Source: an optimization exercise on an open RTL-to-GDS flow (aim: small area, a short achievable clock period and few clock cycles per item). Production flows keep margins and buffers that such runs may drop. RTL that was checked went through simulation tests only; none was proved equivalent to the original. For run 1, only the layout was checked, not whether the RTL still works. Power and IR drop assume default switching activity.

## flow/design.v (module list and top-level ports; edited modules follow where they fit)
// module pdfi_front: 64 lines
// module pdfi_queue: 34 lines
// module pdfi_vlane: 371 lines
// module pdfi_tlane: 376 lines
// module pdfi_vresolve: 88 lines
// module pdfi_tresolve: 88 lines
// module pdfi_back: 68 lines
// module pvt_derating_factor_interpolator: 96 lines
module pvt_derating_factor_interpolator (
  input  logic                                clk,
  input  logic                                rst_n,
  input  logic                                in_valid,
  output logic                                in_ready,
  input  logic [pdfi_pkg::VOLT_W-1:0]         in_voltage_mv,
  input  logic signed [pdfi_pkg::TEMP_W-1:0]  in_temperature_decideg,
  input  logic [pdfi_pkg::CORNER_W-1:0]       in_process_corner,
  output logic                                out_valid,
  input  logic                                out_ready,
  output logic [pdfi_pkg::FACTOR_W-1:0]       out_voltage_factor,
  output logic [pdfi_pkg::FACTOR_W-1:0]       out_temperature_factor,
  output logic [pdfi_pkg::FACTOR_W-1:0]       out_process_factor,
  output logic                                out_voltage_ok,
  output logic                                out_temperature_ok,
  output logic                                out_process_ok
);
  // ...
==> flow/run.sh <==
#!/bin/bash
# synth_recipe.tcl (not shown) runs the flow's synth.tcl, then flattens the netlist and writes it again
# the make line also repeats each setting of config.mk as NAME=value (left out here)
make -C /OpenROAD-flow-scripts/flow DESIGN_CONFIG=/design/flow/config.mk WORK_HOME=/design/flow/orfs CLKGATE_MAP_FILE= SYNTH_SCRIPT=/design/flow/synth_recipe.tcl finish
==> flow/config.mk <==
export PLATFORM = sky130hd
export DESIGN_NAME = pvt_derating_factor_interpolator
export DESIGN_NICKNAME = pvt_derating_factor_interpolator
export VERILOG_FILES = /design/flow/design.v
export SDC_FILE = /design/flow/constraint.sdc
export NUM_CORES = 4
export LEC_CHECK = 0
export ABC_AREA = 1
export CAP_MARGIN = 20
export CORE_MARGIN = 2
export CORE_UTILIZATION = 40
export PLACE_DENSITY = 0.75
export SETUP_SLACK_MARGIN = 3.4
export SLEW_MARGIN = 20
==> flow/constraint.sdc <==
create_clock -name core_clock -period 7.0 [get_ports {clk}]
set_input_delay 1.4000 -clock core_clock [delete_from_list [all_inputs] [get_ports {clk}]]
set_output_delay 1.4000 -clock core_clock [all_outputs]
set_load 0.01 [all_outputs]
==> results_dict.tcl, run 1 <==
set metrics [dict create \
    critPathBufInv 3 \
    fin_util_pct 49.6 \
    grt_pass1_wl_mm 61.9 \
    vias 11300 \
    synth-simple-area-share_pct 28.2 \
    n_antenna_cell 0 \
    wl_met1_mm 17.1 \
    pg_comb_uw 1770 \
    portBuffers 91 \
    hold-path-endpoint "u_back.corner_r[0]" \
    cts_buffer_depth 2 \
    whs_path_depth 0 \
    postCtsSetupBuffers 8 \
    grt-busiest-layer "met2" \
    cts_buffers 17 \
    status "complete, no violations" \
    drc_errors 0 \
    fin_nets 1810 \
    ios 100 \
    synth-edff-count 122 \
    max_slew_margin_pct 45.0 \
    worstReg2RegEnd "u_back.tls_r[13]" \
    grt_start_max_net_pins 62 \
    rsz0062_at_grt "yes" \
    setup_viol 0 \
    cp_max_fo 3 \
    period_minus_slack_ns 3.61 \
    yosys.area_share.xor_xnor_pct 0 \
    synth_top_family_by_area "simple AND/OR/NAND/NOR gates" \
    area_share_clock_buf_inv_pct 4.52 \
    synth_fa_ha_area_share_pct 21.4 \
    required_ns 5.60 \
    signal_buffers 152 \
    syn_to_final_growth_pct 21.7 \
    track_usage_pct 26.3 \
    largest_reg_flops 36 \
    dr.pass1.iters 6 \
]
==> module pdfi_front, before the edit <==
module pdfi_front (
  input  logic [pdfi_pkg::VOLT_W-1:0]        in_voltage_mv,
  input  logic signed [pdfi_pkg::TEMP_W-1:0] in_temperature_decideg,
  output logic [pdfi_pkg::VSW-1:0]           vseg,
  output logic [pdfi_pkg::VUW-1:0]           vu,
  output logic [pdfi_pkg::TSW-1:0]           tseg,
  output logic [pdfi_pkg::TUW-1:0]           tu
);
  logic [4:0] vblk;
  logic [5:0] vlo;
  assign vblk = in_voltage_mv[10:6];
  assign vlo = in_voltage_mv[5:0];
  assign vseg[0] = vblk == 5'd16 && vlo >= 6'd56;   
  assign vseg[1] = vblk == 5'd17 && vlo <= 6'd31;   
  assign vseg[2] = vblk == 5'd17 && vlo >= 6'd32;   
  assign vseg[3] = vblk == 5'd18 && vlo <= 6'd7;   
  assign vseg[4] = vblk == 5'd18 && vlo >= 6'd8 && vlo <= 6'd47;   
  assign vseg[5] = vblk == 5'd18 && vlo >= 6'd48;   
  assign vseg[6] = vblk == 5'd19 && vlo <= 6'd23;   
  assign vseg[7] = vblk == 5'd19 && vlo >= 6'd24;   
  assign vseg[8] = vblk == 5'd20 && vlo <= 6'd40;   
  logic [5:0] tblk;
  logic [5:0] tlo;
  assign tblk = in_temperature_decideg[11:6];
  assign tlo = in_temperature_decideg[5:0];
  assign tseg[0] = tblk == 6'd60 && tlo >= 6'd6;   
  assign tseg[1] = tblk == 6'd61 && tlo <= 6'd41;   
  assign tseg[2] = tblk == 6'd61 && tlo >= 6'd42;   
  assign tseg[3] = tblk == 6'd62;   
  assign tseg[4] = tblk == 6'd63;   
  assign tseg[5] = tblk == 6'd0;   
  assign tseg[6] = tblk == 6'd1;   
  assign tseg[7] = tblk == 6'd2 && tlo <= 6'd21;   
  assign tseg[8] = tblk == 6'd2 && tlo >= 6'd22;   
  assign tseg[9] = tblk == 6'd3 && tlo <= 6'd57;   
  assign tseg[10] = tblk == 6'd3 && tlo >= 6'd58;   
  assign tseg[11] = tblk == 6'd4;   
  assign tseg[12] = tblk == 6'd5 && tlo <= 6'd29;   
  assign tseg[13] = tblk == 6'd5 && tlo >= 6'd30;   
  assign tseg[14] = tblk == 6'd6;   
  assign tseg[15] = tblk == 6'd7 && tlo <= 6'd1;   
  assign tseg[16] = tblk == 6'd7 && tlo >= 6'd2;   
  assign tseg[17] = tblk == 6'd8 && tlo <= 6'd37;   
  assign tseg[18] = tblk == 6'd8 && tlo >= 6'd38;   
  assign tseg[19] = tblk == 6'd9;   
  assign tseg[20] = tblk == 6'd10 && tlo <= 6'd9;   
  assign tseg[21] = tblk == 6'd10 && tlo >= 6'd10;   
  assign tseg[22] = tblk == 6'd11 && tlo <= 6'd45;   
  assign tseg[23] = tblk == 6'd11 && tlo >= 6'd46;   
  assign tseg[24] = tblk == 6'd12;   
  assign tseg[25] = tblk == 6'd13 && tlo <= 6'd17;   
  assign tseg[26] = tblk == 6'd13 && tlo >= 6'd18;   
  assign tseg[27] = tblk == 6'd14 && tlo <= 6'd53;   
  assign tseg[28] = tblk == 6'd14 && tlo >= 6'd54;   
  assign tseg[29] = tblk == 6'd15;   
  assign tseg[30] = tblk == 6'd16 && tlo <= 6'd25;   
  assign tseg[31] = tblk == 6'd16 && tlo >= 6'd26;   
  assign tseg[32] = tblk == 6'd17 && tlo <= 6'd61;   
  assign tseg[33] = tblk == 6'd17 && tlo >= 6'd62;   
  assign tseg[34] = tblk == 6'd18;   
  assign tseg[35] = tblk == 6'd19 && tlo <= 6'd34;   
  assign vu = in_voltage_mv[pdfi_pkg::VUW-1:0];
  assign tu = in_temperature_decideg[pdfi_pkg::TUW-1:0];
endmodule
==> module pdfi_queue, before the edit <==
module pdfi_queue (
  input  logic                          clk,
  input  logic                          rst_n,
  input  logic                          en,
  input  logic                          in_valid,
  input  logic [pdfi_pkg::VSW-1:0]      vseg_d,
  input  logic [pdfi_pkg::VUW-1:0]      vu_d,
  input  logic [pdfi_pkg::TSW-1:0]      tseg_d,
  input  logic [pdfi_pkg::TUW-1:0]      tu_d,
  input  logic [pdfi_pkg::CORNER_W-1:0] corner_d,
  output logic                          valid_q,
  output logic [pdfi_pkg::VSW-1:0]      vseg_q,
  output logic [pdfi_pkg::VUW-1:0]      vu_q,
  output logic [pdfi_pkg::TSW-1:0]      tseg_q,
  output logic [pdfi_pkg::TUW-1:0]      tu_q,
  output logic [pdfi_pkg::CORNER_W-1:0] corner_q
);
  always_ff @(posedge clk) begin
    if (!rst_n) begin
      valid_q <= 1'b0;
    end else if (en) begin
      valid_q <= in_valid;
    end
  end
  always_ff @(posedge clk) begin
    if (en) begin
      vseg_q   <= vseg_d;
      vu_q     <= vu_d;
      tseg_q   <= tseg_d;
      tu_q     <= tu_d;
      corner_q <= corner_d;
    end
  end
endmodule
==> run 2, diff against run 1 <==
--- a/flow/design.v
+++ b/flow/design.v
@@ -8,8 +8,8 @@
   localparam int VSW = 9;
   localparam int TUW = 6;
   localparam int TSW = 36;
-  localparam int VGN = 1;   
-  localparam int TGN = 1;
+  localparam int VGN = 6;   
+  localparam int TGN = 14;
   localparam int VNB = 10;
   localparam int TNB = 10;
   localparam logic [FACTOR_W-1:0] PF_SLOW = 22'd1231275;
@@ -22,7 +22,9 @@
   output logic [pdfi_pkg::VSW-1:0]           vseg,
   output logic [pdfi_pkg::VUW-1:0]           vu,
   output logic [pdfi_pkg::TSW-1:0]           tseg,
-  output logic [pdfi_pkg::TUW-1:0]           tu
+  output logic [pdfi_pkg::TUW-1:0]           tu,
+  output logic [pdfi_pkg::VGN-1:0]           vgs,
+  output logic [pdfi_pkg::TGN-1:0]           tgs
 );
   logic [4:0] vblk;
   logic [5:0] vlo;
@@ -79,6 +81,26 @@
   assign tseg[35] = tblk == 6'd19 && tlo <= 6'd34;   
   assign vu = in_voltage_mv[pdfi_pkg::VUW-1:0];
   assign tu = in_temperature_decideg[pdfi_pkg::TUW-1:0];
+  assign vgs[0] = vseg[0] | vseg[1];
+  assign vgs[1] = vseg[2] | vseg[3];
+  assign vgs[2] = vseg[4];
+  assign vgs[3] = vseg[5] | vseg[6];
+  assign vgs[4] = vseg[7];
+  assign vgs[5] = vseg[8];
+  assign tgs[0] = tseg[0] | tseg[1];
+  assign tgs[1] = tseg[2] | tseg[3] | tseg[4];
+  assign tgs[2] = tseg[5] | tseg[6] | tseg[7];
+  assign tgs[3] = tseg[8] | tseg[9];
+  assign tgs[4] = tseg[10] | tseg[11] | tseg[12];
+  assign tgs[5] = tseg[13] | tseg[14] | tseg[15];
+  assign tgs[6] = tseg[16] | tseg[17];
+  assign tgs[7] = tseg[18] | tseg[19] | tseg[20];
+  assign tgs[8] = tseg[21] | tseg[22];
+  assign tgs[9] = tseg[23] | tseg[24] | tseg[25];
+  assign tgs[10] = tseg[26] | tseg[27];
+  assign tgs[11] = tseg[28] | tseg[29] | tseg[30];
+  assign tgs[12] = tseg[31] | tseg[32];
+  assign tgs[13] = tseg[33] | tseg[34] | tseg[35];
 endmodule
 module pdfi_queue (
   input  logic                          clk,
@@ -90,6 +112,10 @@
   input  logic [pdfi_pkg::TSW-1:0]      tseg_d,
   input  logic [pdfi_pkg::TUW-1:0]      tu_d,
   input  logic [pdfi_pkg::CORNER_W-1:0] corner_d,
+  input  logic [pdfi_pkg::VGN-1:0]      vgs_d,
+  input  logic [pdfi_pkg::TGN-1:0]      tgs_d,
+  output logic [pdfi_pkg::VGN-1:0]      vgs_q,
+  output logic [pdfi_pkg::TGN-1:0]      tgs_q,
   output logic                          valid_q,
   output logic [pdfi_pkg::VSW-1:0]      vseg_q,
   output logic [pdfi_pkg::VUW-1:0]      vu_q,
@@ -111,11 +137,14 @@
       tseg_q   <= tseg_d;
       tu_q     <= tu_d;
       corner_q <= corner_d;
+      vgs_q    <= vgs_d;
+      tgs_q    <= tgs_d;
     end
   end
 endmodule
 module pdfi_vlane (
   input  logic [8:0] seg,
+  input  logic [5:0] gseg,
   input  logic [5:0] u,
   output logic [20:0] ls,
   output logic [9:0] gb,
@@ -212,13 +241,13 @@
   assign e[1] = 1'b0;
   assign e[2] = seg[2] | seg[6];
   assign e[3] = ~(seg[0] | seg[1] | seg[3] | seg[5]);
-  assign e[4] = seg[2] | seg[5] | seg[7] | seg[8];
-  assign e[5] = seg[2] | seg[5] | seg[6] | seg[7];
+  assign e[4] = seg[7] | seg[8];
+  assign e[5] = seg[0] | seg[5] | seg[6] | seg[7];
   assign e[6] = seg[0] | seg[4] | seg[7] | seg[8];
-  assign e[7] = seg[0] | seg[1] | seg[2] | seg[8];
+  assign e[7] = ~(seg[4] | seg[5] | seg[6] | seg[7]);
   assign e[8] = ~(seg[6]);
-  assign e[9] = seg[4] | seg[5] | seg[6] | seg[8];
-  assign e[10] = seg[2] | seg[3] | seg[4] | seg[7];
+  assign e[9] = ~(seg[0] | seg[1] | seg[2] | seg[7]);
+  assign e[10] = seg[2] | seg[4] | seg[7];
   assign e[11] = seg[1] | seg[4] | seg[5] | seg[8];
   assign e[12] = seg[4] | seg[7] | seg[8];
   assign e[13] = ~(seg[2] | seg[5] | seg[6]);
@@ -236,43 +265,43 @@
   assign e[25] = ~(seg[0] | seg[1] | seg[2]);
   assign e[26] = ~(seg[0] | seg[1] | seg[2]);
   assign e[27] = seg[0] | seg[1] | seg[2];
-  assign g[0] = seg[4] | seg[7];
-  assign g[1] = seg[0] | seg[1] | seg[5] | seg[8];
-  assign g[2] = seg[0] | seg[2] | seg[4] | seg[6];
-  assign g[3] = seg[0] | seg[4];
-  assign g[4] = seg[4] | seg[7] | seg[8];
-  assign g[5] = ~(seg[2] | seg[3] | seg[4] | seg[8]);
-  assign g[6] = ~(seg[2] | seg[3] | seg[5] | seg[6]);
-  assign g[7] = ~(seg[5] | seg[6] | seg[7] | seg[8]);
-  assign g[8] = ~(seg[2] | seg[3] | seg[4] | seg[7]);
-  assign g[9] = seg[2] | seg[3] | seg[8];
+  assign g[0] = gseg[1] | gseg[2] | gseg[4];
+  assign g[1] = gseg[0] | gseg[1] | gseg[5];
+  assign g[2] = gseg[1] | gseg[2] | gseg[3];
+  assign g[3] = gseg[2];
+  assign g[4] = gseg[2] | gseg[4] | gseg[5];
+  assign g[5] = gseg[0] | gseg[3] | gseg[4];
+  assign g[6] = ~(gseg[1] | gseg[3]);
+  assign g[7] = gseg[0] | gseg[1] | gseg[2];
+  assign g[8] = gseg[0] | gseg[3] | gseg[5];
+  assign g[9] = gseg[1] | gseg[5];
   assign g[10] = 1'b1;
-  assign g[11] = ~(seg[7]);
-  assign g[12] = ~(seg[2] | seg[3] | seg[4] | seg[8]);
-  assign g[13] = seg[7];
-  assign g[14] = ~(seg[2] | seg[3] | seg[5] | seg[6]);
-  assign g[15] = seg[4] | seg[5] | seg[6];
-  assign g[16] = ~(seg[0] | seg[1] | seg[2] | seg[3]);
-  assign g[17] = seg[0] | seg[1] | seg[2] | seg[3];
-  assign g3[0] = seg[4] | seg[7];
-  assign g3[1] = ~(seg[2] | seg[3] | seg[6]);
-  assign g3[2] = ~(seg[0] | seg[3] | seg[7]);
-  assign g3[3] = seg[0] | seg[2] | seg[6];
-  assign g3[4] = seg[4] | seg[7] | seg[8];
-  assign g3[5] = seg[1] | seg[5] | seg[6] | seg[8];
-  assign g3[6] = ~(seg[1] | seg[2] | seg[3] | seg[4]);
-  assign g3[7] = ~(seg[5] | seg[6] | seg[7]);
-  assign g3[8] = ~(seg[4]);
-  assign g3[9] = ~(seg[0] | seg[1] | seg[7] | seg[8]);
-  assign g3[10] = ~(seg[0] | seg[1] | seg[2] | seg[3]);
-  assign g3[11] = ~(seg[4] | seg[5] | seg[6]);
-  assign g3[12] = ~(seg[2] | seg[3] | seg[4] | seg[8]);
-  assign g3[13] = seg[2] | seg[3] | seg[4] | seg[8];
-  assign g3[14] = ~(seg[0] | seg[1] | seg[2] | seg[3]);
-  assign g3[15] = seg[5] | seg[6] | seg[8];
-  assign g3[16] = seg[0] | seg[1] | seg[4] | seg[8];
-  assign g3[17] = ~(seg[4] | seg[5] | seg[6] | seg[7]);
-  assign g3[18] = ~(seg[8]);
+  assign g[11] = ~(gseg[4]);
+  assign g[12] = gseg[0] | gseg[3] | gseg[4];
+  assign g[13] = gseg[4];
+  assign g[14] = ~(gseg[1] | gseg[3]);
+  assign g[15] = gseg[2] | gseg[3];
+  assign g[16] = ~(gseg[0] | gseg[1]);
+  assign g[17] = gseg[0] | gseg[1];
+  assign g3[0] = gseg[1] | gseg[2] | gseg[4];
+  assign g3[1] = ~(gseg[1] | gseg[3]);
+  assign g3[2] = ~(gseg[4]);
+  assign g3[3] = gseg[3];
+  assign g3[4] = ~(gseg[0] | gseg[3]);
+  assign g3[5] = gseg[0] | gseg[3] | gseg[5];
+  assign g3[6] = gseg[3] | gseg[4] | gseg[5];
+  assign g3[7] = ~(gseg[3] | gseg[4]);
+  assign g3[8] = ~(gseg[2]);
+  assign g3[9] = gseg[1] | gseg[2] | gseg[3];
+  assign g3[10] = ~(gseg[0] | gseg[1]);
+  assign g3[11] = ~(gseg[2] | gseg[3]);
+  assign g3[12] = gseg[0] | gseg[3] | gseg[4];
+  assign g3[13] = gseg[1] | gseg[2] | gseg[5];
+  assign g3[14] = ~(gseg[0] | gseg[1]);
+  assign g3[15] = gseg[3] | gseg[5];
+  assign g3[16] = gseg[0] | gseg[2] | gseg[5];
+  assign g3[17] = gseg[0] | gseg[1] | gseg[5];
+  assign g3[18] = ~(gseg[5]);
   assign m = ~u;
   assign d0_1 = m[1:0] == 2'd1;
   assign d0_2 = m[1:0] == 2'd2;
@@ -340,88 +369,88 @@
   assign r2[16] = (d2_1 & g[16]) | (d2_2 & g[15]) | (d2_3 & g3[16]);
   assign r2[17] = (d2_1 & g[17]) | (d2_2 & g[16]) | (d2_3 & g3[17]);
   assign r2[18] = (d2_2 & g[17]) | (d2_3 & g3[18]);
-  assign t_w1 = e[4] ^ r0[4];
-  assign t_w2 = e[4] & r0[4];
-  assign t_w3 = e[5] ^ r0[5] ^ r1[3];
-  assign t_w4 = (e[5] & r0[5]) | (r1[3] & (e[5] ^ r0[5]));
-  assign t_w5 = e[6] ^ r0[6] ^ r1[4];
-  assign t_w6 = (e[6] & r0[6]) | (r1[4] & (e[6] ^ r0[6]));
-  assign t_w7 = e[7] ^ r0[7] ^ r1[5];
-  assign t_w8 = (e[7] & r0[7]) | (r1[5] & (e[7] ^ r0[7]));
-  assign t_w9 = e[8] ^ r0[8] ^ r1[6];
-  assign t_w10 = (e[8] & r0[8]) | (r1[6] & (e[8] ^ r0[8]));
-  assign t_w11 = e[9] ^ r0[9] ^ r1[7];
-  assign t_w12 = (e[9] & r0[9]) | (r1[7] & (e[9] ^ r0[9]));
-  assign t_w13 = e[10] ^ r0[10] ^ r1[8];
-  assign t_w14 = (e[10] & r0[10]) | (r1[8] & (e[10] ^ r0[10]));
-  assign t_w15 = e[11] ^ r0[11] ^ r1[9];
-  assign t_w16 = (e[11] & r0[11]) | (r1[9] & (e[11] ^ r0[11]));
-  assign t_w17 = e[12] ^ r0[12] ^ r1[10];
-  assign t_w18 = (e[12] & r0[12]) | (r1[10] & (e[12] ^ r0[12]));
-  assign t_w19 = e[13] ^ r0[13] ^ r1[11];
-  assign t_w20 = (e[13] & r0[13]) | (r1[11] & (e[13] ^ r0[13]));
-  assign t_w21 = e[14] ^ r0[14] ^ r1[12];
-  assign t_w22 = (e[14] & r0[14]) | (r1[12] & (e[14] ^ r0[14]));
-  assign t_w23 = e[15] ^ r0[15] ^ r1[13];
-  assign t_w24 = (e[15] & r0[15]) | (r1[13] & (e[15] ^ r0[15]));
-  assign t_w25 = e[16] ^ r0[16] ^ r1[14];
-  assign t_w26 = (e[16] & r0[16]) | (r1[14] & (e[16] ^ r0[16]));
-  assign t_w27 = e[17] ^ r0[17] ^ r1[15];
-  assign t_w28 = (e[17] & r0[17]) | (r1[15] & (e[17] ^ r0[17]));
-  assign t_w29 = e[18] ^ r0[18] ^ r1[16];
-  assign t_w30 = (e[18] & r0[18]) | (r1[16] & (e[18] ^ r0[18]));
-  assign t_w31 = e[19] ^ r1[17];
-  assign t_w32 = e[19] & r1[17];
-  assign t_w33 = e[20] ^ r1[18];
-  assign t_w34 = e[20] & r1[18];
-  assign t_w35 = e[2] ^ r0[2];
-  assign t_w36 = e[2] & r0[2];
-  assign t_w37 = e[3] ^ r0[3] ^ r1[1];
-  assign t_w38 = (e[3] & r0[3]) | (r1[1] & (e[3] ^ r0[3]));
-  assign t_w39 = t_w1 ^ r1[2] ^ r2[0];
-  assign t_w40 = (t_w1 & r1[2]) | (r2[0] & (t_w1 ^ r1[2]));
-  assign t_w41 = t_w2 ^ t_w3 ^ r2[1];
-  assign t_w42 = (t_w2 & t_w3) | (r2[1] & (t_w2 ^ t_w3));
-  assign t_w43 = t_w4 ^ t_w5 ^ r2[2];
-  assign t_w44 = (t_w4 & t_w5) | (r2[2] & (t_w4 ^ t_w5));
-  assign t_w45 = t_w6 ^ t_w7 ^ r2[3];
-  assign t_w46 = (t_w6 & t_w7) | (r2[3] & (t_w6 ^ t_w7));
-  assign t_w47 = t_w8 ^ t_w9 ^ r2[4];
-  assign t_w48 = (t_w8 & t_w9) | (r2[4] & (t_w8 ^ t_w9));
-  assign t_w49 = t_w10 ^ t_w11 ^ r2[5];
-  assign t_w50 = (t_w10 & t_w11) | (r2[5] & (t_w10 ^ t_w11));
-  assign t_w51 = t_w12 ^ t_w13 ^ r2[6];
-  assign t_w52 = (t_w12 & t_w13) | (r2[6] & (t_w12 ^ t_w13));
-  assign t_w53 = t_w14 ^ t_w15 ^ r2[7];
-  assign t_w54 = (t_w14 & t_w15) | (r2[7] & (t_w14 ^ t_w15));
-  assign t_w55 = t_w16 ^ t_w17 ^ r2[8];
-  assign t_w56 = (t_w16 & t_w17) | (r2[8] & (t_w16 ^ t_w17));
-  assign t_w57 = t_w18 ^ t_w19 ^ r2[9];
-  assign t_w58 = (t_w18 & t_w19) | (r2[9] & (t_w18 ^ t_w19));
-  assign t_w59 = t_w20 ^ t_w21 ^ r2[10];
-  assign t_w60 = (t_w20 & t_w21) | (r2[10] & (t_w20 ^ t_w21));
-  assign t_w61 = t_w22 ^ t_w23 ^ r2[11];
-  assign t_w62 = (t_w22 & t_w23) | (r2[11] & (t_w22 ^ t_w23));
-  assign t_w63 = t_w24 ^ t_w25 ^ r2[12];
-  assign t_w64 = (t_w24 & t_w25) | (r2[12] & (t_w24 ^ t_w25));
-  assign t_w65 = t_w26 ^ t_w27 ^ r2[13];
-  assign t_w66 = (t_w26 & t_w27) | (r2[13] & (t_w26 ^ t_w27));
-  assign t_w67 = t_w28 ^ t_w29 ^ r2[14];
-  assign t_w68 = (t_w28 & t_w29) | (r2[14] & (t_w28 ^ t_w29));
-  assign t_w69 = t_w30 ^ t_w31 ^ r2[15];
-  assign t_w70 = (t_w30 & t_w31) | (r2[15] & (t_w30 ^ t_w31));
-  assign t_w71 = t_w32 ^ t_w33 ^ r2[16];
-  assign t_w72 = (t_w32 & t_w33) | (r2[16] & (t_w32 ^ t_w33));
-  assign t_w73 = t_w34 ^ e[21] ^ r2[17];
-  assign t_w74 = (t_w34 & e[21]) | (r2[17] & (t_w34 ^ e[21]));
-  assign t_w75 = e[22] ^ r2[18];
-  assign t_w76 = e[22] & r2[18];
-  assign sa[0] = e[0];
-  assign sb[0] = r0[0];
-  assign sa[1] = e[1];
-  assign sb[1] = r0[1];
+  assign t_w1 = r0[4] ^ r1[2];
+  assign t_w2 = r0[4] & r1[2];
+  assign t_w3 = r0[5] ^ r1[3] ^ r2[1];
+  assign t_w4 = (r0[5] & r1[3]) | (r2[1] & (r0[5] ^ r1[3]));
+  assign t_w5 = r0[6] ^ r1[4] ^ r2[2];
+  assign t_w6 = (r0[6] & r1[4]) | (r2[2] & (r0[6] ^ r1[4]));
+  assign t_w7 = r0[7] ^ r1[5] ^ r2[3];
+  assign t_w8 = (r0[7] & r1[5]) | (r2[3] & (r0[7] ^ r1[5]));
+  assign t_w9 = r0[8] ^ r1[6] ^ r2[4];
+  assign t_w10 = (r0[8] & r1[6]) | (r2[4] & (r0[8] ^ r1[6]));
+  assign t_w11 = r0[9] ^ r1[7] ^ r2[5];
+  assign t_w12 = (r0[9] & r1[7]) | (r2[5] & (r0[9] ^ r1[7]));
+  assign t_w13 = r0[10] ^ r1[8] ^ r2[6];
+  assign t_w14 = (r0[10] & r1[8]) | (r2[6] & (r0[10] ^ r1[8]));
+  assign t_w15 = r0[11] ^ r1[9] ^ r2[7];
+  assign t_w16 = (r0[11] & r1[9]) | (r2[7] & (r0[11] ^ r1[9]));
+  assign t_w17 = r0[12] ^ r1[10] ^ r2[8];
+  assign t_w18 = (r0[12] & r1[10]) | (r2[8] & (r0[12] ^ r1[10]));
+  assign t_w19 = r0[13] ^ r1[11] ^ r2[9];
+  assign t_w20 = (r0[13] & r1[11]) | (r2[9] & (r0[13] ^ r1[11]));
+  assign t_w21 = r0[14] ^ r1[12] ^ r2[10];
+  assign t_w22 = (r0[14] & r1[12]) | (r2[10] & (r0[14] ^ r1[12]));
+  assign t_w23 = r0[15] ^ r1[13] ^ r2[11];
+  assign t_w24 = (r0[15] & r1[13]) | (r2[11] & (r0[15] ^ r1[13]));
+  assign t_w25 = r0[16] ^ r1[14] ^ r2[12];
+  assign t_w26 = (r0[16] & r1[14]) | (r2[12] & (r0[16] ^ r1[14]));
+  assign t_w27 = r0[17] ^ r1[15] ^ r2[13];
+  assign t_w28 = (r0[17] & r1[15]) | (r2[13] & (r0[17] ^ r1[15]));
+  assign t_w29 = r0[18] ^ r1[16] ^ r2[14];
+  assign t_w30 = (r0[18] & r1[16]) | (r2[14] & (r0[18] ^ r1[16]));
+  assign t_w31 = r1[17] ^ r2[15];
+  assign t_w32 = r1[17] & r2[15];
+  assign t_w33 = r1[18] ^ r2[16];
+  assign t_w34 = r1[18] & r2[16];
+  assign t_w35 = r0[2] ^ r1[0];
+  assign t_w36 = r0[2] & r1[0];
+  assign t_w37 = r0[3] ^ r1[1] ^ e[3];
+  assign t_w38 = (r0[3] & r1[1]) | (e[3] & (r0[3] ^ r1[1]));
+  assign t_w39 = t_w1 ^ r2[0] ^ e[4];
+  assign t_w40 = (t_w1 & r2[0]) | (e[4] & (t_w1 ^ r2[0]));
+  assign t_w41 = t_w2 ^ t_w3 ^ e[5];
+  assign t_w42 = (t_w2 & t_w3) | (e[5] & (t_w2 ^ t_w3));
+  assign t_w43 = t_w4 ^ t_w5 ^ e[6];
+  assign t_w44 = (t_w4 & t_w5) | (e[6] & (t_w4 ^ t_w5));
+  assign t_w45 = t_w6 ^ t_w7 ^ e[7];
+  assign t_w46 = (t_w6 & t_w7) | (e[7] & (t_w6 ^ t_w7));
+  assign t_w47 = t_w8 ^ t_w9 ^ e[8];
+  assign t_w48 = (t_w8 & t_w9) | (e[8] & (t_w8 ^ t_w9));
+  assign t_w49 = t_w10 ^ t_w11 ^ e[9];
+  assign t_w50 = (t_w10 & t_w11) | (e[9] & (t_w10 ^ t_w11));
+  assign t_w51 = t_w12 ^ t_w13 ^ e[10];
+  assign t_w52 = (t_w12 & t_w13) | (e[10] & (t_w12 ^ t_w13));
+  assign t_w53 = t_w14 ^ t_w15 ^ e[11];
+  assign t_w54 = (t_w14 & t_w15) | (e[11] & (t_w14 ^ t_w15));
+  assign t_w55 = t_w16 ^ t_w17 ^ e[12];
+  assign t_w56 = (t_w16 & t_w17) | (e[12] & (t_w16 ^ t_w17));
+  assign t_w57 = t_w18 ^ t_w19 ^ e[13];
+  assign t_w58 = (t_w18 & t_w19) | (e[13] & (t_w18 ^ t_w19));
+  assign t_w59 = t_w20 ^ t_w21 ^ e[14];
+  assign t_w60 = (t_w20 & t_w21) | (e[14] & (t_w20 ^ t_w21));
+  assign t_w61 = t_w22 ^ t_w23 ^ e[15];
+  assign t_w62 = (t_w22 & t_w23) | (e[15] & (t_w22 ^ t_w23));
+  assign t_w63 = t_w24 ^ t_w25 ^ e[16];
+  assign t_w64 = (t_w24 & t_w25) | (e[16] & (t_w24 ^ t_w25));
+  assign t_w65 = t_w26 ^ t_w27 ^ e[17];
+  assign t_w66 = (t_w26 & t_w27) | (e[17] & (t_w26 ^ t_w27));
+  assign t_w67 = t_w28 ^ t_w29 ^ e[18];
+  assign t_w68 = (t_w28 & t_w29) | (e[18] & (t_w28 ^ t_w29));
+  assign t_w69 = t_w30 ^ t_w31 ^ e[19];
+  assign t_w70 = (t_w30 & t_w31) | (e[19] & (t_w30 ^ t_w31));
+  assign t_w71 = t_w32 ^ t_w33 ^ e[20];
+  assign t_w72 = (t_w32 & t_w33) | (e[20] & (t_w32 ^ t_w33));
+  assign t_w73 = t_w34 ^ r2[17] ^ e[21];
+  assign t_w74 = (t_w34 & r2[17]) | (e[21] & (t_w34 ^ r2[17]));
+  assign t_w75 = r2[18] ^ e[22];
+  assign t_w76 = r2[18] & e[22];
+  assign sa[0] = r0[0];
+  assign sb[0] = e[0];
+  assign sa[1] = r0[1];
+  assign sb[1] = e[1];
   assign sa[2] = t_w35;
-  assign sb[2] = r1[0];
+  assign sb[2] = e[2];
   assign sa[3] = t_w36;
   assign sb[3] = t_w37;
   assign sa[4] = t_w38;
@@ -487,6 +516,7 @@
 endmodule
 module pdfi_tlane (
   input  logic [35:0] seg,
+  input  logic [13:0] gseg,
   input  logic [5:0] u,
   output logic [20:0] ls,
   output logic [9:0] gb,
@@ -579,22 +609,22 @@
   logic t_w74;
   logic t_w75;
   logic t_w76;
-  assign e[0] = seg[13];
-  assign e[1] = seg[9];
-  assign e[2] = seg[2] | seg[11] | seg[13] | seg[22] | seg[29];
-  assign e[3] = seg[5] | seg[7] | seg[9] | seg[12] | seg[13] | seg[14] | seg[21] | seg[27] | seg[32] | seg[35];
-  assign e[4] = seg[4] | seg[13] | seg[14] | seg[18] | seg[19] | seg[21] | seg[29] | seg[31] | seg[35];
-  assign e[5] = seg[4] | seg[5] | seg[6] | seg[8] | seg[11] | seg[13] | seg[18] | seg[22] | seg[25] | seg[29] | seg[32] | seg[35];
-  assign e[6] = seg[2] | seg[9] | seg[11] | seg[14] | seg[18] | seg[19] | seg[20] | seg[21] | seg[23] | seg[24] | seg[31] | seg[34];
-  assign e[7] = seg[3] | seg[5] | seg[6] | seg[9] | seg[11] | seg[13] | seg[14] | seg[16] | seg[18] | seg[21] | seg[22] | seg[24] | seg[27] | seg[29] | seg[30] | seg[31] | seg[34];
-  assign e[8] = seg[1] | seg[2] | seg[4] | seg[5] | seg[7] | seg[11] | seg[12] | seg[14] | seg[17] | seg[18] | seg[19] | seg[20] | seg[21] | seg[29] | seg[32];
-  assign e[9] = seg[0] | seg[1] | seg[7] | seg[11] | seg[14] | seg[15] | seg[16] | seg[17] | seg[19] | seg[21] | seg[22] | seg[23] | seg[24] | seg[25] | seg[26] | seg[27] | seg[31] | seg[32];
-  assign e[10] = ~(seg[3] | seg[5] | seg[8] | seg[11] | seg[12] | seg[14] | seg[15] | seg[19] | seg[20] | seg[21] | seg[23] | seg[24] | seg[25] | seg[31] | seg[32] | seg[35]);
-  assign e[11] = ~(seg[0] | seg[2] | seg[3] | seg[6] | seg[8] | seg[12] | seg[14] | seg[19] | seg[22] | seg[23] | seg[25] | seg[26] | seg[27] | seg[30] | seg[32]);
-  assign e[12] = ~(seg[2] | seg[5] | seg[8] | seg[15] | seg[18] | seg[24] | seg[25] | seg[26] | seg[27] | seg[28] | seg[29] | seg[31] | seg[32]);
-  assign e[13] = ~(seg[2] | seg[4] | seg[5] | seg[7] | seg[8] | seg[13] | seg[15] | seg[16] | seg[19] | seg[28] | seg[29] | seg[30] | seg[32]);
-  assign e[14] = ~(seg[4] | seg[6] | seg[7] | seg[9] | seg[13] | seg[14] | seg[16] | seg[17] | seg[18] | seg[19] | seg[21] | seg[26] | seg[27] | seg[33] | seg[34] | seg[35]);
-  assign e[15] = ~(seg[0] | seg[1] | seg[3] | seg[4] | seg[8] | seg[9] | seg[10] | seg[12] | seg[17] | seg[20] | seg[24] | seg[26] | seg[29]);
+  assign e[0] = 1'b0;
+  assign e[1] = seg[9] | seg[25];
+  assign e[2] = seg[11] | seg[22] | seg[27] | seg[31];
+  assign e[3] = seg[6] | seg[9] | seg[14] | seg[21] | seg[29] | seg[31] | seg[32] | seg[35];
+  assign e[4] = seg[2] | seg[4] | seg[14] | seg[19] | seg[21] | seg[29] | seg[35];
+  assign e[5] = seg[1] | seg[2] | seg[4] | seg[5] | seg[6] | seg[11] | seg[12] | seg[13] | seg[18] | seg[21] | seg[22] | seg[23] | seg[31] | seg[32] | seg[35];
+  assign e[6] = seg[5] | seg[6] | seg[9] | seg[11] | seg[12] | seg[13] | seg[14] | seg[19] | seg[24] | seg[25] | seg[27] | seg[34];
+  assign e[7] = seg[2] | seg[3] | seg[5] | seg[9] | seg[11] | seg[12] | seg[13] | seg[14] | seg[16] | seg[17] | seg[18] | seg[21] | seg[22] | seg[24] | seg[29] | seg[31] | seg[34];
+  assign e[8] = seg[1] | seg[2] | seg[4] | seg[5] | seg[7] | seg[8] | seg[10] | seg[11] | seg[14] | seg[18] | seg[19] | seg[20] | seg[21] | seg[23] | seg[28] | seg[29] | seg[32];
+  assign e[9] = ~(seg[3] | seg[4] | seg[5] | seg[6] | seg[8] | seg[9] | seg[12] | seg[13] | seg[18] | seg[20] | seg[26] | seg[29] | seg[30] | seg[34] | seg[35]);
+  assign e[10] = seg[0] | seg[1] | seg[4] | seg[6] | seg[7] | seg[9] | seg[10] | seg[13] | seg[16] | seg[17] | seg[18] | seg[22] | seg[27] | seg[28] | seg[29] | seg[30] | seg[34];
+  assign e[11] = ~(seg[0] | seg[2] | seg[3] | seg[6] | seg[8] | seg[10] | seg[12] | seg[14] | seg[19] | seg[22] | seg[23] | seg[25] | seg[27] | seg[28] | seg[30] | seg[32] | seg[33]);
+  assign e[12] = ~(seg[2] | seg[5] | seg[8] | seg[10] | seg[15] | seg[18] | seg[24] | seg[25] | seg[26] | seg[27] | seg[28] | seg[29] | seg[31] | seg[32] | seg[33]);
+  assign e[13] = ~(seg[2] | seg[4] | seg[5] | seg[7] | seg[8] | seg[10] | seg[13] | seg[15] | seg[16] | seg[19] | seg[28] | seg[29] | seg[30] | seg[32] | seg[33]);
+  assign e[14] = ~(seg[4] | seg[6] | seg[7] | seg[9] | seg[10] | seg[13] | seg[14] | seg[16] | seg[17] | seg[18] | seg[19] | seg[21] | seg[26] | seg[27] | seg[34] | seg[35]);
+  assign e[15] = ~(seg[0] | seg[1] | seg[3] | seg[4] | seg[8] | seg[9] | seg[12] | seg[17] | seg[20] | seg[24] | seg[26] | seg[29]);
   assign e[16] = seg[1] | seg[2] | seg[3] | seg[4] | seg[9] | seg[10] | seg[11] | seg[19] | seg[22] | seg[23] | seg[26] | seg[28] | seg[31] | seg[32] | seg[33] | seg[34] | seg[35];
   assign e[17] = seg[0] | seg[1] | seg[10] | seg[14] | seg[19] | seg[20] | seg[21] | seg[22] | seg[25] | seg[26] | seg[28] | seg[29];
   assign e[18] = seg[0] | seg[1] | seg[2] | seg[4] | seg[6] | seg[9] | seg[10] | seg[12] | seg[13] | seg[14] | seg[19] | seg[20] | seg[21] | seg[23] | seg[27] | seg[29] | seg[33] | seg[35];
@@ -609,40 +639,40 @@
   assign e[27] = seg[0] | seg[1] | seg[2] | seg[3] | seg[4] | seg[5] | seg[6] | seg[7] | seg[8] | seg[9] | seg[10];
   assign e[28] = seg[0] | seg[1] | seg[2] | seg[3] | seg[4] | seg[5] | seg[6] | seg[7] | seg[8] | seg[9] | seg[10];
   assign e[29] = ~(seg[0] | seg[1] | seg[2] | seg[3] | seg[4] | seg[5] | seg[6] | seg[7] | seg[8] | seg[9] | seg[10]);
-  assign g[0] = seg[1] | seg[2] | seg[3] | seg[4] | seg[9] | seg[13] | seg[17] | seg[18] | seg[19] | seg[21] | seg[29] | seg[31];
-  assign g[1] = seg[2] | seg[3] | seg[4] | seg[7] | seg[9] | seg[12] | seg[16] | seg[19] | seg[20] | seg[21] | seg[23] | seg[24] | seg[25] | seg[27] | seg[32] | seg[34] | seg[35];
-  assign g[2] = ~(seg[2] | seg[3] | seg[4] | seg[6] | seg[10] | seg[12] | seg[15] | seg[16] | seg[21] | seg[23] | seg[25] | seg[26] | seg[28] | seg[29] | seg[31] | seg[32] | seg[33]);
-  assign g[3] = seg[2] | seg[5] | seg[6] | seg[9] | seg[13] | seg[14] | seg[17] | seg[20] | seg[21] | seg[22] | seg[24] | seg[29] | seg[34] | seg[35];
-  assign g[4] = seg[3] | seg[4] | seg[8] | seg[11] | seg[12] | seg[13] | seg[14] | seg[17] | seg[18] | seg[19] | seg[24] | seg[27] | seg[29] | seg[30];
-  assign g[5] = ~(seg[10] | seg[11] | seg[12] | seg[13] | seg[14] | seg[15] | seg[16] | seg[18] | seg[19] | seg[20] | seg[24] | seg[26] | seg[28] | seg[29] | seg[30] | seg[33]);
-  assign g[6] = seg[8] | seg[9] | seg[11] | seg[12] | seg[13] | seg[14] | seg[17] | seg[21] | seg[22] | seg[23] | seg[24] | seg[25] | seg[27] | seg[31] | seg[32] | seg[34] | seg[35];
-  assign g[7] = ~(seg[0] | seg[1] | seg[10] | seg[13] | seg[14] | seg[15] | seg[17] | seg[26] | seg[28] | seg[29] | seg[30] | seg[31] | seg[32] | seg[33]);
-  assign g[8] = seg[5] | seg[6] | seg[7] | seg[8] | seg[9] | seg[11] | seg[12] | seg[18] | seg[19] | seg[20] | seg[23] | seg[24] | seg[25] | seg[27] | seg[31] | seg[32] | seg[34] | seg[35];
-  assign g[9] = ~(seg[0] | seg[1] | seg[11] | seg[12] | seg[13] | seg[14] | seg[15] | seg[21] | seg[22] | seg[23] | seg[24] | seg[25] | seg[27] | seg[33]);
-  assign g[10] = seg[0] | seg[1] | seg[2] | seg[3] | seg[4] | seg[5] | seg[6] | seg[7] | seg[16] | seg[17] | seg[21] | seg[22] | seg[26] | seg[27] | seg[31] | seg[32] | seg[34] | seg[35];
-  assign g[11] = ~(seg[0] | seg[1] | seg[8] | seg[9] | seg[21] | seg[22] | seg[26] | seg[27] | seg[33]);
-  assign g[12] = seg[8] | seg[9] | seg[16] | seg[17] | seg[18] | seg[19] | seg[20] | seg[21] | seg[22] | seg[31] | seg[32] | seg[33];
-  assign g[13] = ~(seg[31] | seg[32]);
+  assign g[0] = gseg[1] | gseg[3] | gseg[6] | gseg[7] | gseg[10];
+  assign g[1] = ~(gseg[0] | gseg[4] | gseg[5] | gseg[6] | gseg[8]);
+  assign g[2] = ~(gseg[1] | gseg[2] | gseg[6] | gseg[10] | gseg[11] | gseg[12]);
+  assign g[3] = ~(gseg[0] | gseg[1] | gseg[4] | gseg[6] | gseg[7] | gseg[12]);
+  assign g[4] = gseg[1] | gseg[4] | gseg[5] | gseg[7] | gseg[9] | gseg[10] | gseg[11];
+  assign g[5] = ~(gseg[4] | gseg[5] | gseg[6] | gseg[7] | gseg[9] | gseg[11]);
+  assign g[6] = ~(gseg[0] | gseg[1] | gseg[2] | gseg[6] | gseg[7] | gseg[11]);
+  assign g[7] = ~(gseg[0] | gseg[5] | gseg[11] | gseg[12]);
+  assign g[8] = ~(gseg[0] | gseg[1] | gseg[5] | gseg[6] | gseg[8] | gseg[11]);
+  assign g[9] = ~(gseg[0] | gseg[4] | gseg[5] | gseg[8] | gseg[9] | gseg[10]);
+  assign g[10] = ~(gseg[3] | gseg[4] | gseg[5] | gseg[7] | gseg[9] | gseg[11]);
+  assign g[11] = ~(gseg[0] | gseg[3] | gseg[8] | gseg[10]);
+  assign g[12] = gseg[3] | gseg[6] | gseg[7] | gseg[8] | gseg[12];
+  assign g[13] = ~(gseg[12]);
   assign g[14] = 1'b0;
   assign g[15] = 1'b1;
   assign g[16] = 1'b1;
-  assign g3[0] = seg[1] | seg[2] | seg[3] | seg[4] | seg[9] | seg[13] | seg[17] | seg[18] | seg[19] | seg[21] | seg[29] | seg[31];
-  assign g3[1] = seg[1] | seg[7] | seg[12] | seg[13] | seg[16] | seg[17] | seg[18] | seg[20] | seg[23] | seg[24] | seg[25] | seg[27] | seg[29] | seg[31] | seg[32] | seg[34] | seg[35];
-  assign g3[2] = seg[0] | seg[1] | seg[5] | seg[8] | seg[9] | seg[11] | seg[12] | seg[13] | seg[14] | seg[16] | seg[17] | seg[18] | seg[19] | seg[22] | seg[23] | seg[25] | seg[30] | seg[32];
-  assign g3[3] = seg[0] | seg[1] | seg[3] | seg[4] | seg[6] | seg[8] | seg[9] | seg[11] | seg[18] | seg[20] | seg[24] | seg[29] | seg[30] | seg[34] | seg[35];
-  assign g3[4] = seg[3] | seg[4] | seg[6] | seg[7] | seg[8] | seg[11] | seg[12] | seg[13] | seg[14] | seg[17] | seg[18] | seg[24] | seg[30];
-  assign g3[5] = seg[0] | seg[1] | seg[6] | seg[7] | seg[11] | seg[12] | seg[17] | seg[18] | seg[20] | seg[23] | seg[25] | seg[27] | seg[30] | seg[31] | seg[32];
-  assign g3[6] = seg[0] | seg[1] | seg[6] | seg[7] | seg[8] | seg[9] | seg[11] | seg[12] | seg[17] | seg[19] | seg[21] | seg[22] | seg[27] | seg[29] | seg[34] | seg[35];
-  assign g3[7] = seg[6] | seg[7] | seg[8] | seg[9] | seg[16] | seg[18] | seg[19] | seg[20] | seg[21] | seg[22] | seg[23] | seg[24] | seg[25] | seg[27] | seg[34] | seg[35];
-  assign g3[8] = seg[5] | seg[8] | seg[9] | seg[11] | seg[12] | seg[13] | seg[14] | seg[16] | seg[17] | seg[23] | seg[24] | seg[25] | seg[27] | seg[34] | seg[35];
-  assign g3[9] = ~(seg[0] | seg[1] | seg[2] | seg[3] | seg[4] | seg[11] | seg[12] | seg[13] | seg[14] | seg[15] | seg[23] | seg[24] | seg[25] | seg[27] | seg[33]);
-  assign g3[10] = ~(seg[8] | seg[9] | seg[13] | seg[14] | seg[15] | seg[16] | seg[17] | seg[18] | seg[19] | seg[20] | seg[26] | seg[27] | seg[33]);
-  assign g3[11] = ~(seg[18] | seg[19] | seg[20] | seg[26] | seg[27] | seg[33]);
-  assign g3[12] = ~(seg[0] | seg[1] | seg[2] | seg[3] | seg[4] | seg[5] | seg[6] | seg[7] | seg[34] | seg[35]);
-  assign g3[13] = ~(seg[2] | seg[3] | seg[4] | seg[5] | seg[6] | seg[7] | seg[8] | seg[9] | seg[21] | seg[22] | seg[31] | seg[32] | seg[33] | seg[34] | seg[35]);
-  assign g3[14] = seg[0] | seg[1] | seg[10] | seg[11] | seg[12] | seg[13] | seg[14] | seg[15] | seg[23] | seg[24] | seg[25] | seg[26] | seg[27] | seg[28] | seg[29] | seg[30] | seg[31] | seg[32];
-  assign g3[15] = seg[0] | seg[1] | seg[10] | seg[11] | seg[12] | seg[13] | seg[14] | seg[15] | seg[23] | seg[24] | seg[25] | seg[26] | seg[27] | seg[28] | seg[29] | seg[30] | seg[31] | seg[32];
-  assign g3[16] = seg[2] | seg[3] | seg[4] | seg[5] | seg[6] | seg[7] | seg[8] | seg[9] | seg[16] | seg[17] | seg[18] | seg[19] | seg[20] | seg[21] | seg[22] | seg[33] | seg[34] | seg[35];
+  assign g3[0] = gseg[1] | gseg[3] | gseg[6] | gseg[7] | gseg[10];
+  assign g3[1] = gseg[2] | gseg[6] | gseg[9] | gseg[11] | gseg[12] | gseg[13];
+  assign g3[2] = ~(gseg[1] | gseg[6] | gseg[9] | gseg[10] | gseg[13]);
+  assign g3[3] = ~(gseg[5] | gseg[6] | gseg[7] | gseg[8] | gseg[10] | gseg[12]);
+  assign g3[4] = gseg[1] | gseg[2] | gseg[4] | gseg[5] | gseg[9] | gseg[10];
+  assign g3[5] = gseg[0] | gseg[2] | gseg[4] | gseg[10] | gseg[12];
+  assign g3[6] = ~(gseg[1] | gseg[5] | gseg[6] | gseg[9] | gseg[12]);
+  assign g3[7] = ~(gseg[0] | gseg[1] | gseg[4] | gseg[5] | gseg[11] | gseg[12]);
+  assign g3[8] = gseg[3] | gseg[4] | gseg[5] | gseg[6] | gseg[9] | gseg[10] | gseg[13];
+  assign g3[9] = ~(gseg[0] | gseg[1] | gseg[4] | gseg[5] | gseg[9] | gseg[10]);
+  assign g3[10] = ~(gseg[3] | gseg[5] | gseg[6] | gseg[7] | gseg[10]);
+  assign g3[11] = ~(gseg[7] | gseg[10]);
+  assign g3[12] = ~(gseg[0] | gseg[1] | gseg[2] | gseg[13]);
+  assign g3[13] = ~(gseg[1] | gseg[2] | gseg[3] | gseg[8] | gseg[12] | gseg[13]);
+  assign g3[14] = gseg[0] | gseg[4] | gseg[5] | gseg[9] | gseg[10] | gseg[11] | gseg[12];
+  assign g3[15] = gseg[0] | gseg[4] | gseg[5] | gseg[9] | gseg[10] | gseg[11] | gseg[12];
+  assign g3[16] = gseg[1] | gseg[2] | gseg[3] | gseg[6] | gseg[7] | gseg[8] | gseg[13];
   assign g3[17] = 1'b0;
   assign g3[18] = 1'b1;
   assign m = u;
@@ -712,88 +742,88 @@
   assign r2[16] = (d2_1 & g[16]) | (d2_2 & g[15]) | (d2_3 & g3[16]);
   assign r2[17] = (d2_2 & g[16]) | (d2_3 & g3[17]);
   assign r2[18] = (d2_3 & g3[18]);
-  assign t_w1 = e[4] ^ r0[4];
-  assign t_w2 = e[4] & r0[4];
-  assign t_w3 = e[5] ^ r0[5] ^ r1[3];
-  assign t_w4 = (e[5] & r0[5]) | (r1[3] & (e[5] ^ r0[5]));
-  assign t_w5 = e[6] ^ r0[6] ^ r1[4];
-  assign t_w6 = (e[6] & r0[6]) | (r1[4] & (e[6] ^ r0[6]));
-  assign t_w7 = e[7] ^ r0[7] ^ r1[5];
-  assign t_w8 = (e[7] & r0[7]) | (r1[5] & (e[7] ^ r0[7]));
-  assign t_w9 = e[8] ^ r0[8] ^ r1[6];
-  assign t_w10 = (e[8] & r0[8]) | (r1[6] & (e[8] ^ r0[8]));
-  assign t_w11 = e[9] ^ r0[9] ^ r1[7];
-  assign t_w12 = (e[9] & r0[9]) | (r1[7] & (e[9] ^ r0[9]));
-  assign t_w13 = e[10] ^ r0[10] ^ r1[8];
-  assign t_w14 = (e[10] & r0[10]) | (r1[8] & (e[10] ^ r0[10]));
-  assign t_w15 = e[11] ^ r0[11] ^ r1[9];
-  assign t_w16 = (e[11] & r0[11]) | (r1[9] & (e[11] ^ r0[11]));
-  assign t_w17 = e[12] ^ r0[12] ^ r1[10];
-  assign t_w18 = (e[12] & r0[12]) | (r1[10] & (e[12] ^ r0[12]));
-  assign t_w19 = e[13] ^ r0[13] ^ r1[11];
-  assign t_w20 = (e[13] & r0[13]) | (r1[11] & (e[13] ^ r0[13]));
-  assign t_w21 = e[14] ^ r0[14] ^ r1[12];
-  assign t_w22 = (e[14] & r0[14]) | (r1[12] & (e[14] ^ r0[14]));
-  assign t_w23 = e[15] ^ r0[15] ^ r1[13];
-  assign t_w24 = (e[15] & r0[15]) | (r1[13] & (e[15] ^ r0[15]));
-  assign t_w25 = e[16] ^ r0[16] ^ r1[14];
-  assign t_w26 = (e[16] & r0[16]) | (r1[14] & (e[16] ^ r0[16]));
-  assign t_w27 = e[17] ^ r0[17] ^ r1[15];
-  assign t_w28 = (e[17] & r0[17]) | (r1[15] & (e[17] ^ r0[17]));
-  assign t_w29 = e[18] ^ r0[18] ^ r1[16];
-  assign t_w30 = (e[18] & r0[18]) | (r1[16] & (e[18] ^ r0[18]));
-  assign t_w31 = e[19] ^ r1[17];
-  assign t_w32 = e[19] & r1[17];
-  assign t_w33 = e[20] ^ r1[18];
-  assign t_w34 = e[20] & r1[18];
-  assign t_w35 = e[2] ^ r0[2];
-  assign t_w36 = e[2] & r0[2];
-  assign t_w37 = e[3] ^ r0[3] ^ r1[1];
-  assign t_w38 = (e[3] & r0[3]) | (r1[1] & (e[3] ^ r0[3]));
-  assign t_w39 = t_w1 ^ r1[2] ^ r2[0];
-  assign t_w40 = (t_w1 & r1[2]) | (r2[0] & (t_w1 ^ r1[2]));
-  assign t_w41 = t_w2 ^ t_w3 ^ r2[1];
-  assign t_w42 = (t_w2 & t_w3) | (r2[1] & (t_w2 ^ t_w3));
-  assign t_w43 = t_w4 ^ t_w5 ^ r2[2];
-  assign t_w44 = (t_w4 & t_w5) | (r2[2] & (t_w4 ^ t_w5));
-  assign t_w45 = t_w6 ^ t_w7 ^ r2[3];
-  assign t_w46 = (t_w6 & t_w7) | (r2[3] & (t_w6 ^ t_w7));
-  assign t_w47 = t_w8 ^ t_w9 ^ r2[4];
-  assign t_w48 = (t_w8 & t_w9) | (r2[4] & (t_w8 ^ t_w9));
-  assign t_w49 = t_w10 ^ t_w11 ^ r2[5];
-  assign t_w50 = (t_w10 & t_w11) | (r2[5] & (t_w10 ^ t_w11));
-  assign t_w51 = t_w12 ^ t_w13 ^ r2[6];
-  assign t_w52 = (t_w12 & t_w13) | (r2[6] & (t_w12 ^ t_w13));
-  assign t_w53 = t_w14 ^ t_w15 ^ r2[7];
-  assign t_w54 = (t_w14 & t_w15) | (r2[7] & (t_w14 ^ t_w15));
-  assign t_w55 = t_w16 ^ t_w17 ^ r2[8];
-  assign t_w56 = (t_w16 & t_w17) | (r2[8] & (t_w16 ^ t_w17));
-  assign t_w57 = t_w18 ^ t_w19 ^ r2[9];
-  assign t_w58 = (t_w18 & t_w19) | (r2[9] & (t_w18 ^ t_w19));
-  assign t_w59 = t_w20 ^ t_w21 ^ r2[10];
-  assign t_w60 = (t_w20 & t_w21) | (r2[10] & (t_w20 ^ t_w21));
-  assign t_w61 = t_w22 ^ t_w23 ^ r2[11];
-  assign t_w62 = (t_w22 & t_w23) | (r2[11] & (t_w22 ^ t_w23));
-  assign t_w63 = t_w24 ^ t_w25 ^ r2[12];
-  assign t_w64 = (t_w24 & t_w25) | (r2[12] & (t_w24 ^ t_w25));
-  assign t_w65 = t_w26 ^ t_w27 ^ r2[13];
-  assign t_w66 = (t_w26 & t_w27) | (r2[13] & (t_w26 ^ t_w27));
-  assign t_w67 = t_w28 ^ t_w29 ^ r2[14];
-  assign t_w68 = (t_w28 & t_w29) | (r2[14] & (t_w28 ^ t_w29));
-  assign t_w69 = t_w30 ^ t_w31 ^ r2[15];
-  assign t_w70 = (t_w30 & t_w31) | (r2[15] & (t_w30 ^ t_w31));
-  assign t_w71 = t_w32 ^ t_w33 ^ r2[16];
-  assign t_w72 = (t_w32 & t_w33) | (r2[16] & (t_w32 ^ t_w33));
-  assign t_w73 = t_w34 ^ e[21] ^ r2[17];
-  assign t_w74 = (t_w34 & e[21]) | (r2[17] & (t_w34 ^ e[21]));
-  assign t_w75 = e[22] ^ r2[18];
-  assign t_w76 = e[22] & r2[18];
-  assign sa[0] = e[0];
-  assign sb[0] = r0[0];
-  assign sa[1] = e[1];
-  assign sb[1] = r0[1];
+  assign t_w1 = r0[4] ^ r1[2];
+  assign t_w2 = r0[4] & r1[2];
+  assign t_w3 = r0[5] ^ r1[3] ^ r2[1];
+  assign t_w4 = (r0[5] & r1[3]) | (r2[1] & (r0[5] ^ r1[3]));
+  assign t_w5 = r0[6] ^ r1[4] ^ r2[2];
+  assign t_w6 = (r0[6] & r1[4]) | (r2[2] & (r0[6] ^ r1[4]));
+  assign t_w7 = r0[7] ^ r1[5] ^ r2[3];
+  assign t_w8 = (r0[7] & r1[5]) | (r2[3] & (r0[7] ^ r1[5]));
+  assign t_w9 = r0[8] ^ r1[6] ^ r2[4];
+  assign t_w10 = (r0[8] & r1[6]) | (r2[4] & (r0[8] ^ r1[6]));
+  assign t_w11 = r0[9] ^ r1[7] ^ r2[5];
+  assign t_w12 = (r0[9] & r1[7]) | (r2[5] & (r0[9] ^ r1[7]));
+  assign t_w13 = r0[10] ^ r1[8] ^ r2[6];
+  assign t_w14 = (r0[10] & r1[8]) | (r2[6] & (r0[10] ^ r1[8]));
+  assign t_w15 = r0[11] ^ r1[9] ^ r2[7];
+  assign t_w16 = (r0[11] & r1[9]) | (r2[7] & (r0[11] ^ r1[9]));
+  assign t_w17 = r0[12] ^ r1[10] ^ r2[8];
+  assign t_w18 = (r0[12] & r1[10]) | (r2[8] & (r0[12] ^ r1[10]));
+  assign t_w19 = r0[13] ^ r1[11] ^ r2[9];
+  assign t_w20 = (r0[13] & r1[11]) | (r2[9] & (r0[13] ^ r1[11]));
+  assign t_w21 = r0[14] ^ r1[12] ^ r2[10];
+  assign t_w22 = (r0[14] & r1[12]) | (r2[10] & (r0[14] ^ r1[12]));
+  assign t_w23 = r0[15] ^ r1[13] ^ r2[11];
+  assign t_w24 = (r0[15] & r1[13]) | (r2[11] & (r0[15] ^ r1[13]));
+  assign t_w25 = r0[16] ^ r1[14] ^ r2[12];
+  assign t_w26 = (r0[16] & r1[14]) | (r2[12] & (r0[16] ^ r1[14]));
+  assign t_w27 = r0[17] ^ r1[15] ^ r2[13];
+  assign t_w28 = (r0[17] & r1[15]) | (r2[13] & (r0[17] ^ r1[15]));
+  assign t_w29 = r0[18] ^ r1[16] ^ r2[14];
+  assign t_w30 = (r0[18] & r1[16]) | (r2[14] & (r0[18] ^ r1[16]));
+  assign t_w31 = r1[17] ^ r2[15];
+  assign t_w32 = r1[17] & r2[15];
+  assign t_w33 = r1[18] ^ r2[16];
+  assign t_w34 = r1[18] & r2[16];
+  assign t_w35 = r0[2] ^ r1[0];
+  assign t_w36 = r0[2] & r1[0];
+  assign t_w37 = r0[3] ^ r1[1] ^ e[3];
+  assign t_w38 = (r0[3] & r1[1]) | (e[3] & (r0[3] ^ r1[1]));
+  assign t_w39 = t_w1 ^ r2[0] ^ e[4];
+  assign t_w40 = (t_w1 & r2[0]) | (e[4] & (t_w1 ^ r2[0]));
+  assign t_w41 = t_w2 ^ t_w3 ^ e[5];
+  assign t_w42 = (t_w2 & t_w3) | (e[5] & (t_w2 ^ t_w3));
+  assign t_w43 = t_w4 ^ t_w5 ^ e[6];
+  assign t_w44 = (t_w4 & t_w5) | (e[6] & (t_w4 ^ t_w5));
+  assign t_w45 = t_w6 ^ t_w7 ^ e[7];
+  assign t_w46 = (t_w6 & t_w7) | (e[7] & (t_w6 ^ t_w7));
+  assign t_w47 = t_w8 ^ t_w9 ^ e[8];
+  assign t_w48 = (t_w8 & t_w9) | (e[8] & (t_w8 ^ t_w9));
+  assign t_w49 = t_w10 ^ t_w11 ^ e[9];
+  assign t_w50 = (t_w10 & t_w11) | (e[9] & (t_w10 ^ t_w11));
+  assign t_w51 = t_w12 ^ t_w13 ^ e[10];
+  assign t_w52 = (t_w12 & t_w13) | (e[10] & (t_w12 ^ t_w13));
+  assign t_w53 = t_w14 ^ t_w15 ^ e[11];
+  assign t_w54 = (t_w14 & t_w15) | (e[11] & (t_w14 ^ t_w15));
+  assign t_w55 = t_w16 ^ t_w17 ^ e[12];
+  assign t_w56 = (t_w16 & t_w17) | (e[12] & (t_w16 ^ t_w17));
+  assign t_w57 = t_w18 ^ t_w19 ^ e[13];
+  assign t_w58 = (t_w18 & t_w19) | (e[13] & (t_w18 ^ t_w19));
+  assign t_w59 = t_w20 ^ t_w21 ^ e[14];
+  assign t_w60 = (t_w20 & t_w21) | (e[14] & (t_w20 ^ t_w21));
+  assign t_w61 = t_w22 ^ t_w23 ^ e[15];
+  assign t_w62 = (t_w22 & t_w23) | (e[15] & (t_w22 ^ t_w23));
+  assign t_w63 = t_w24 ^ t_w25 ^ e[16];
+  assign t_w64 = (t_w24 & t_w25) | (e[16] & (t_w24 ^ t_w25));
+  assign t_w65 = t_w26 ^ t_w27 ^ e[17];
+  assign t_w66 = (t_w26 & t_w27) | (e[17] & (t_w26 ^ t_w27));
+  assign t_w67 = t_w28 ^ t_w29 ^ e[18];
+  assign t_w68 = (t_w28 & t_w29) | (e[18] & (t_w28 ^ t_w29));
+  assign t_w69 = t_w30 ^ t_w31 ^ e[19];
+  assign t_w70 = (t_w30 & t_w31) | (e[19] & (t_w30 ^ t_w31));
+  assign t_w71 = t_w32 ^ t_w33 ^ e[20];
+  assign t_w72 = (t_w32 & t_w33) | (e[20] & (t_w32 ^ t_w33));
+  assign t_w73 = t_w34 ^ r2[17] ^ e[21];
+  assign t_w74 = (t_w34 & r2[17]) | (e[21] & (t_w34 ^ r2[17]));
+  assign t_w75 = r2[18] ^ e[22];
+  assign t_w76 = r2[18] & e[22];
+  assign sa[0] = r0[0];
+  assign sb[0] = e[0];
+  assign sa[1] = r0[1];
+  assign sb[1] = e[1];
   assign sa[2] = t_w35;
-  assign sb[2] = r1[0];
+  assign sb[2] = e[2];
   assign sa[3] = t_w36;
   assign sb[3] = t_w37;
   assign sa[4] = t_w38;
@@ -1127,6 +1157,8 @@
   logic [pdfi_pkg::TSW-1:0]      tseg_d, tseg_q;
   logic [pdfi_pkg::TUW-1:0]      tu_d, tu_q;
   logic [pdfi_pkg::CORNER_W-1:0] corner_q;
+  logic [pdfi_pkg::VGN-1:0]      vgs_d, vgs_q;
+  logic [pdfi_pkg::TGN-1:0]      tgs_d, tgs_q;
   logic                          a_valid;
   logic                          a_en;
   logic                          b_en;
@@ -1145,7 +1177,9 @@
     .vseg                   (vseg_d),
     .vu                     (vu_d),
     .tseg                   (tseg_d),
-    .tu                     (tu_d)
+    .tu                     (tu_d),
+    .vgs                    (vgs_d),
+    .tgs                    (tgs_d)
   );
   pdfi_queue u_queue (
     .clk      (clk),
@@ -1157,6 +1191,10 @@
     .tseg_d   (tseg_d),
     .tu_d     (tu_d),
     .corner_d (in_process_corner),
+    .vgs_d    (vgs_d),
+    .tgs_d    (tgs_d),
+    .vgs_q    (vgs_q),
+    .tgs_q    (tgs_q),
     .valid_q  (a_valid),
     .vseg_q   (vseg_q),
     .vu_q     (vu_q),
@@ -1166,6 +1204,7 @@
   );
   pdfi_vlane u_vlane (
     .seg (vseg_q),
+    .gseg (vgs_q),
     .u    (vu_q),
     .ls  (vls),
     .gb  (vgb),
@@ -1173,6 +1212,7 @@
   );
   pdfi_tlane u_tlane (
     .seg (tseg_q),
+    .gseg (tgs_q),
     .u    (tu_q),
     .ls  (tls),
     .gb  (tgb),
--- a/flow/config.mk
+++ b/flow/config.mk
@@ -9,6 +9,5 @@
 export CAP_MARGIN = 20
 export CORE_MARGIN = 2
 export CORE_UTILIZATION = 40
-export PLACE_DENSITY = 0.75
-export SETUP_SLACK_MARGIN = 3.4
+export SETUP_SLACK_MARGIN = 3.6
 export SLEW_MARGIN = 20
==> results_dict.tcl, run 2 <==
set metrics [dict create \
    status "complete, no violations" \
    track_usage_pct 25.1 \
    largest_reg_flops 36 \
    critPathBufInv 3 \
    gp_congestion 0.983 \
    power_uw 4170 \
    cp_max_fo 3 \
    netlist_instances 1363 \
    drc_errors 0 \
    synth-edff-count 139 \
    switchingPower_uw 1620 \
    cellPowerDensity_nw_per_um2 270 \
    wl_met1_mm 18.5 \
    fin_nets 1742 \
    rsz0062_at_grt "yes" \
    yosys_register_bits 141 \
    required_ns 5.60 \
    max_freq_mhz 281 \
    setup_viol 0 \
    ys_types 44 \
    cp_top_family "simple AND/OR/NAND/NOR gates" \
    max_slew_margin_pct 35.2 \
    syn_to_final_growth_pct 31.7 \
    vias 10700 \
    leakage_uw 0.00738 \
    cp-endpoint "out_voltage_factor[9]" \
    seqPwrFrac_pct 31.0 \
    period_minus_slack_ns 3.55 \
    syn_area_per_cell_um2 8.60 \
    grt_pass1_wl_mm 58.6 \
    p_comb_share_pct 47.0 \
    nFillCells 2658 \
    worstReg2RegEnd "u_back.tls_r[3]" \
    period_share_pct 50.8 \
    synth_most_common_cell "inv_1" \
    drv_cap 0 \
    dr.pass1.iters 5 \
    antenna_found_initial 0 \
    grt_start_max_net_pins 77 \
    reg2reg_depth 12 \
    synthTopCellsByCount "inv_1 (271), nor2_1 (178), nand2_1 (172)" \
    worst_path_most_repeated_cell "nand2_2" \
    synth_top_area_share_pct 35.6 \
    path_clk_slew_ns 0.07 \
    portBuffers 91 \
    yosysSeqAreaShare_pct 35.9 \
    ys_warn_count 2 \
    swShare_pct 38.7 \
    synth_ff_type "edfxtp_1" \
    startpoint "u_back.vls_r[1]" \
    ctsHtreeMaxLevel 4 \
    vias_per_cell 5.45 \
    cts_buffer_depth 2 \
    wl_met3_mm 3.54 \
    clock_skew_ns 0.0200 \
    n_antenna_cell 0 \
    initial_core_util_pct 40.7 \
    critPathKind "reg -> out" \
    cts_tree "yes" \
    cts_buffers 17 \
    dieHeight_um 175 \
    met2_length_mm 16.7 \
    rows 62 \
    synthesis.area_um2 11700 \
    totalWireLength_mm 39.6 \
    crit_cells 14 \
    hold_buffers 0 \
    coreArea_um2 28800 \
    post_drt_wl_per_cell_um 20.2 \
    ios 100 \
    insertion_delay_ns 0.43 \
]
-- run 2: cell types whose count changed after synthesis, moves of 7 or more --
cell,delta
a221oi_1,+10
edfxtp_1,+17
inv_1,+14
nand2_1,-142
nand3_1,-58
nor2_1,-13
nor2_2,-9
nor2_4,-7
o211ai_1,-8
o21ai_0,+15
o22ai_1,+22
-- run 2: worst register-to-register path, stage by stage (launching register included) --
cell	delay, ns
edfxtp_1	0.51
buf_6	0.18
buf_4	0.14
nor3_4	0.34
buf_4	0.18
a21oi_2	0.06
fa_1	0.54
inv_1	0.05
fa_1	0.50
ha_1	0.14
inv_1	0.05
fa_1	0.47
inv_1	0.04
-- run 2: area by class of cell --
class | instances | area, µm² | area share, %
clock inverter | 15 | 150 | 0.972
sequential | 141 | 4210 | 27.3
multi-input combinational | 903 | 7260 | 47.0
tap | 384 | 480 | 3.11
timing repair buffer | 213 | 1780 | 11.5
clock buffer | 17 | 425 | 2.76
inverter | 285 | 1130 | 7.32
-- run 2: cells by family after synthesis --
logic type,share of synthesized area [%]
flip-flops,35.9
AO/OA/AOI/OAI,11.2
buffers and inverters,11.2
adder cells (fa/ha/maj),21.4
AND/OR/NAND/NOR,20.2
other,0.0320
-- run 2: worst min-delay path by stage --
stage	depth (start not counted)	slack [ns]	endpoint	from
floorplan	0	0.40	u_back.corner_r[0]	u_queue.corner_q[0]
global placement	0	0.40	u_back.corner_r[1]	u_queue.corner_q[1]
detailed placement	0	0.41	u_back.corner_r[0]	u_queue.corner_q[0]
CTS	0	0.42	u_back.corner_r[0]	u_queue.corner_q[0]
global route	0	0.43	u_back.corner_r[0]	u_queue.corner_q[0]
finish	0	0.42	u_back.corner_r[0]	u_queue.corner_q[0]
-- run 2: through the flow --
step | instance area (µm²) | instances | setup WS, ns | util, % | hold slack (ns)
6_report | 15400 | 1958 | 3.45 | 53.6 | 0.420
5_1_grt | 15400 | 1958 | 3.34 | 53.6 | 0.430
2_1_floorplan | 11800 | 1370 | 3.58 | - | 0.400
3_3_place_gp | 12900 | 1805 | 2.90 | 45.0 | 0.403
3_5_place_dp | 12900 | 1805 | 2.89 | 45.0 | 0.407
4_1_cts | 14100 | 1884 | 3.37 | 48.9 | 0.422
-- run 2: what timing repair did --
| item | CTS | global route |
|---|---|---|
| pin swaps | 25 | 77 |
| resized for setup | 197 | 239 |
| cloned | 0 | 1 |
| endpoints found under the setup margin | 69 | 63 |
| buffers inserted | 47 | 73 |
-- run 2: power groups by stage --
stage / Clock [µW] / Sequential [µW] / Combinational [µW]
global placement: 0 / 1300 / 1520
CTS: 935 / 1280 / 1600
finish: 915 / 1290 / 1960
detailed placement: 0 / 1300 / 1540
floorplan: 0 / 1250 / 978
global route: 966 / 1310 / 2220
-- run 2: routing by layer --
metal / GRT usage, % / vias up
li1: - / 4970
met1: 38.2 / 5125
met2: 35.8 / 509
met3: 5.22 / 72
met4: 7.22 / 0
met5: 0 / -
Testbench counts of run 2, summed over its fixed seeds: cycles 16,016, items 16,000.
